This is an optimization exercise on Yosys and OpenROAD, whose aim is small area and a short achievable clock period, not a production implementation. No activity file was given, so power comes from the tool's default toggle rates.

## v35
## wav_riff_header_parser
module wav_riff_header_parser (
    input  logic                             aclk,
    input  logic                             aresetn,
    input  logic                             s_axis_tvalid,
    output logic                             s_axis_tready,
    input  logic [7:0]                       s_axis_tdata,    
    input  logic                             s_axis_tlast,    
    output logic                             m_axis_tvalid,
    input  logic                             m_axis_tready,
    output logic [wavp_pkg::OUT_TDATA_W-1:0] m_axis_tdata,
    output logic                             m_axis_tuser     
);
Size: roughly 64 I/O pins.
==> flow/config.mk <==
export PLATFORM = sky130hd
export DESIGN_NAME = wav_riff_header_parser
export DESIGN_NICKNAME = wav_riff_header_parser
export VERILOG_FILES = /design/flow/design.v
export SDC_FILE = /design/flow/constraint.sdc
export NUM_CORES = 4
export LEC_CHECK = 0
export CAP_MARGIN = 20
export CORE_MARGIN = 2
export CORE_UTILIZATION = 40
export SETUP_SLACK_MARGIN = 3.6
export SLEW_MARGIN = 20
==> flow/constraint.sdc <==
create_clock -name core_clock -period 6.5 [get_ports {aclk}]
set_input_delay 1.3000 -clock core_clock [delete_from_list [all_inputs] [get_ports {aclk}]]
set_output_delay 1.3000 -clock core_clock [all_outputs]
set_load 0.01 [all_outputs]
standard.sh (not shown) runs the stock make flow with config.mk's settings and CLKGATE_MAP_FILE= SYNTH_SCRIPT=/design/flow/synth_recipe.tcl, a recipe that flattens the netlist after the stock synthesis.
==> flow/flow/run.sh <==
#!/bin/bash
set -euo pipefail
RES=$PWD/orfs/results/$FLOW_PLATFORM/wav_riff_header_parser/base
bash standard.sh "$RES/1_2_yosys.v" > synth_standard.log 2>&1
cp "$RES/1_2_yosys.v" "$RES/1_2_yosys_standard.v"
DU=$(sed -n '/DONT_USE_CELLS/,/^$/p' $FLOW_HOME/platforms/$FLOW_PLATFORM/config.mk | grep -o "sky130_fd_sc_hd__[a-z0-9_]*" | sed 's/^/-dont_use /' | tr '\n' ' ')
IN="$RES/1_2_yosys_standard.v" OUT="$RES/1_2_yosys_remap.v" ABCSCRIPT=$PWD/flow/area.abc DONTUSE="$DU" \
  yosys -c flow/remap.tcl > remap.log 2>&1
cp "$RES/1_2_yosys_remap.v" "$RES/1_2_yosys.v"
bash standard.sh BUFFER_PORTS_ARGS="-buffer_cell sky130_fd_sc_hd__buf_1" finish > standard_flow.log 2>&1
==> flow/flow/area.abc <==
strash
balance; rewrite; refactor; balance; rewrite; rewrite -z; balance; refactor -z; rewrite -z; balance
dch -f
amap
topo
==> flow/flow/remap.tcl <==
# Map the combinational logic of the standard synthesis netlist again.
# Flip-flops and tie cells stay black boxes, so they keep name and cell type.
yosys -import
set lib $::env(FLOW_HOME)/platforms/sky130hd/lib/sky130_fd_sc_hd__tt_025C_1v80.lib
read_liberty -ignore_miss_func $lib
foreach m {sky130_fd_sc_hd__dfxtp_1 sky130_fd_sc_hd__dfxtp_2 sky130_fd_sc_hd__dfxtp_4
           sky130_fd_sc_hd__edfxtp_1 sky130_fd_sc_hd__dfrtp_1 sky130_fd_sc_hd__dfstp_1
           sky130_fd_sc_hd__conb_1} {
  catch {blackbox $m}
}
read_verilog $::env(IN)
hierarchy -top wav_riff_header_parser
flatten
# wires inside the flattened cells get internal names, so ports and the
# standard netlist's net names are the ones kept
yosys rename -hide w:*.*
opt_clean -purge
stat -liberty $lib
abc -liberty $lib -script $::env(ABCSCRIPT) {*}$::env(DONTUSE)
opt_clean -purge
setundef -zero
splitnets
opt_clean -purge
hilomap -hicell sky130_fd_sc_hd__conb_1 HI -locell sky130_fd_sc_hd__conb_1 LO
opt_clean -purge
insbuf -buf sky130_fd_sc_hd__buf_1 A X
opt_clean -purge
stat -liberty $lib
write_verilog -noattr -nohex -nodec $::env(OUT)
# read the result back against the cell library and check it
design -reset
read_liberty -lib $lib
read_verilog $::env(OUT)
hierarchy -check -top wav_riff_header_parser
check -assert
stat -liberty $lib
[inputs] v34 vs v35
==> flow/flow/run.sh <==
#!/bin/bash
set -euo pipefail
bash standard.sh BUFFER_PORTS_ARGS="-buffer_cell sky130_fd_sc_hd__buf_1" finish > standard_flow.log 2>&1
removed: flow/flow/area.abc
removed: flow/flow/remap.tcl
--- outcome ---
v34: done, clean on timing, DRC and antenna
Taking v35 as the reference point, the sequential share of layout area of v34 falls by 0.97 points.
On internal power summed over all cells, v35 beats v34.
v35 → v34: total wire length now sits lower; relative contribution of the clock network to total power now sits higher; via count now sits at about the same level; post-route cell area now sits higher; average wire per standard cell now sits lower.
After synthesis and placement, the instance count of v34 is above that of v35.
v34 vs v35 — power consumed by combinational cells climbed by more than 10%
[inputs] v55 vs v34
- a change of SETUP_SLACK_MARGIN from 3.6 to 3.4
--- a/flow/flow/run.sh
+++ b/flow/flow/run.sh
@@ -2,0 +3,7 @@
+RES=$PWD/orfs/results/$FLOW_PLATFORM/wav_riff_header_parser/base
+bash standard.sh "$RES/1_2_yosys.v" > synth_standard.log 2>&1
+cp "$RES/1_2_yosys.v" "$RES/1_2_yosys_standard.v"
+DU=$(sed -n '/DONT_USE_CELLS/,/^$/p' $FLOW_HOME/platforms/$FLOW_PLATFORM/config.mk | grep -o "sky130_fd_sc_hd__[a-z0-9_]*" | sed 's/^/-dont_use /' | tr '\n' ' ')
+IN="$RES/1_2_yosys_standard.v" OUT="$RES/1_2_yosys_remap.v" ABCSCRIPT=$PWD/flow/area.abc DONTUSE="$DU" \
+  yosys -c flow/remap.tcl > remap.log 2>&1
+cp "$RES/1_2_yosys_remap.v" "$RES/1_2_yosys.v"
==> flow/flow/area.abc (new file) <==
strash
balance; rewrite; refactor; balance; rewrite; rewrite -z; balance; refactor -z; rewrite -z; balance
dch -f
amap
topo
==> flow/flow/remap.tcl (new file) <==
# Map the combinational logic of the standard synthesis netlist again.
# Flip-flops and tie cells stay black boxes, so they keep name and cell type.
yosys -import
set lib $::env(FLOW_HOME)/platforms/sky130hd/lib/sky130_fd_sc_hd__tt_025C_1v80.lib
read_liberty -ignore_miss_func $lib
foreach m {sky130_fd_sc_hd__dfxtp_1 sky130_fd_sc_hd__dfxtp_2 sky130_fd_sc_hd__dfxtp_4
           sky130_fd_sc_hd__edfxtp_1 sky130_fd_sc_hd__dfrtp_1 sky130_fd_sc_hd__dfstp_1
           sky130_fd_sc_hd__conb_1} {
  catch {blackbox $m}
}
read_verilog $::env(IN)
hierarchy -top wav_riff_header_parser
flatten
# wires inside the flattened cells get internal names, so ports and the
# standard netlist's net names are the ones kept
yosys rename -hide w:*.*
opt_clean -purge
stat -liberty $lib
abc -liberty $lib -script $::env(ABCSCRIPT) {*}$::env(DONTUSE)
opt_clean -purge
setundef -zero
splitnets
opt_clean -purge
hilomap -hicell sky130_fd_sc_hd__conb_1 HI -locell sky130_fd_sc_hd__conb_1 LO
opt_clean -purge
insbuf -buf sky130_fd_sc_hd__buf_1 A X
opt_clean -purge
stat -liberty $lib
write_verilog -noattr -nohex -nodec $::env(OUT)
# read the result back against the cell library and check it
design -reset
read_liberty -lib $lib
read_verilog $::env(OUT)
hierarchy -check -top wav_riff_header_parser
check -assert
stat -liberty $lib
Findings:
Every run (v55 and v34) finished clean. For the number of optimization iterations in the first detailed-route pass, v55 came in 1 lower than v34 did. The synthesis-to-finish area growth of v55 is higher than that of v34. Diff v34 -> v55 | clock power | down by more than 10%. A first element of the critical path of m_axis_tready is what v34 shows, while cnt[19] belongs to v55.
## Diff of input files: v39 against v55
==> flow/flow/run.sh <==
#!/bin/bash
set -euo pipefail
bash standard.sh BUFFER_PORTS_ARGS="-buffer_cell sky130_fd_sc_hd__buf_1" finish > standard_flow.log 2>&1
removed: flow/flow/area.abc
removed: flow/flow/remap.tcl
--- outcome ---
v39 was carried through to the last stage, and its layout satisfied the timing, DRC and antenna checks. Die: v39 bigger than v55. In v39, the worst max-slew margin expressed relative to the limit came out 30 points below the value in v55. Compare v39 and v55 | placement-stage cell area higher: v39. Compared to v55, v39 has first-pass iteration count of the detailed router 1 higher. Comparing v39 and v55, average cell area after synthesis is lower on v39. Compared with v55, v39 shows a minimum clock period after layout that is 0.19 ns lower. Sort v39 and v55 by clock edge transition at the registers on the reported setup and hold paths desc -> top: v55. Sort v39 and v55 by portion of total power attributed to combinational logic desc -> top: v39. [compare] base=v55 new=v39: leakage power figure went up by about 16%, utilization went down by 4.6 points, cell count of the worst hold path went up by 1.
No run of this note included a check of the RTL's function; only the layout flow was run.

## re-timing with driven ports
The results above use ideal ports. As a check the final layouts listed here were re-extracted and re-timed, cells and wires unchanged.
Step 1 sets driving cells, clkbuf_16 on the clock port and buf_2 on the other inputs (assumed; they add their load-dependent delay and slew).
Step 2 adds t to the input delays and takes it off the output delays; t is the mean of the earliest and latest rising clock arrival at the registers after step 1. Input paths then give back, and output paths get back, about the clock's delay inside the block.
Slacks: no drivers / after step 1 / after step 2; pairs: no drivers / after step 1.
| run | t (ns) | setup WS [ns] | worst register clock-pin slew, ns |
|---|---|---|---|
| v35 | 0.405 | 3.440 / 3.409 / 3.133 | 0.10 / 0.10 |
| v34 | 0.386 | 3.537 / 3.514 / 3.312 | 0.07 / 0.07 |
| v55 | 0.390 | 3.283 / 3.283 / 3.017 | 0.10 / 0.10 |
| v39 | 0.383 | 3.473 / 3.473 / 3.168 | 0.07 / 0.07 |
After both steps setup and hold are still met in every run listed. For v35, which loses most, drivers alone change the setup slack by -0.031 ns; drivers and shift together by -0.307 ns.
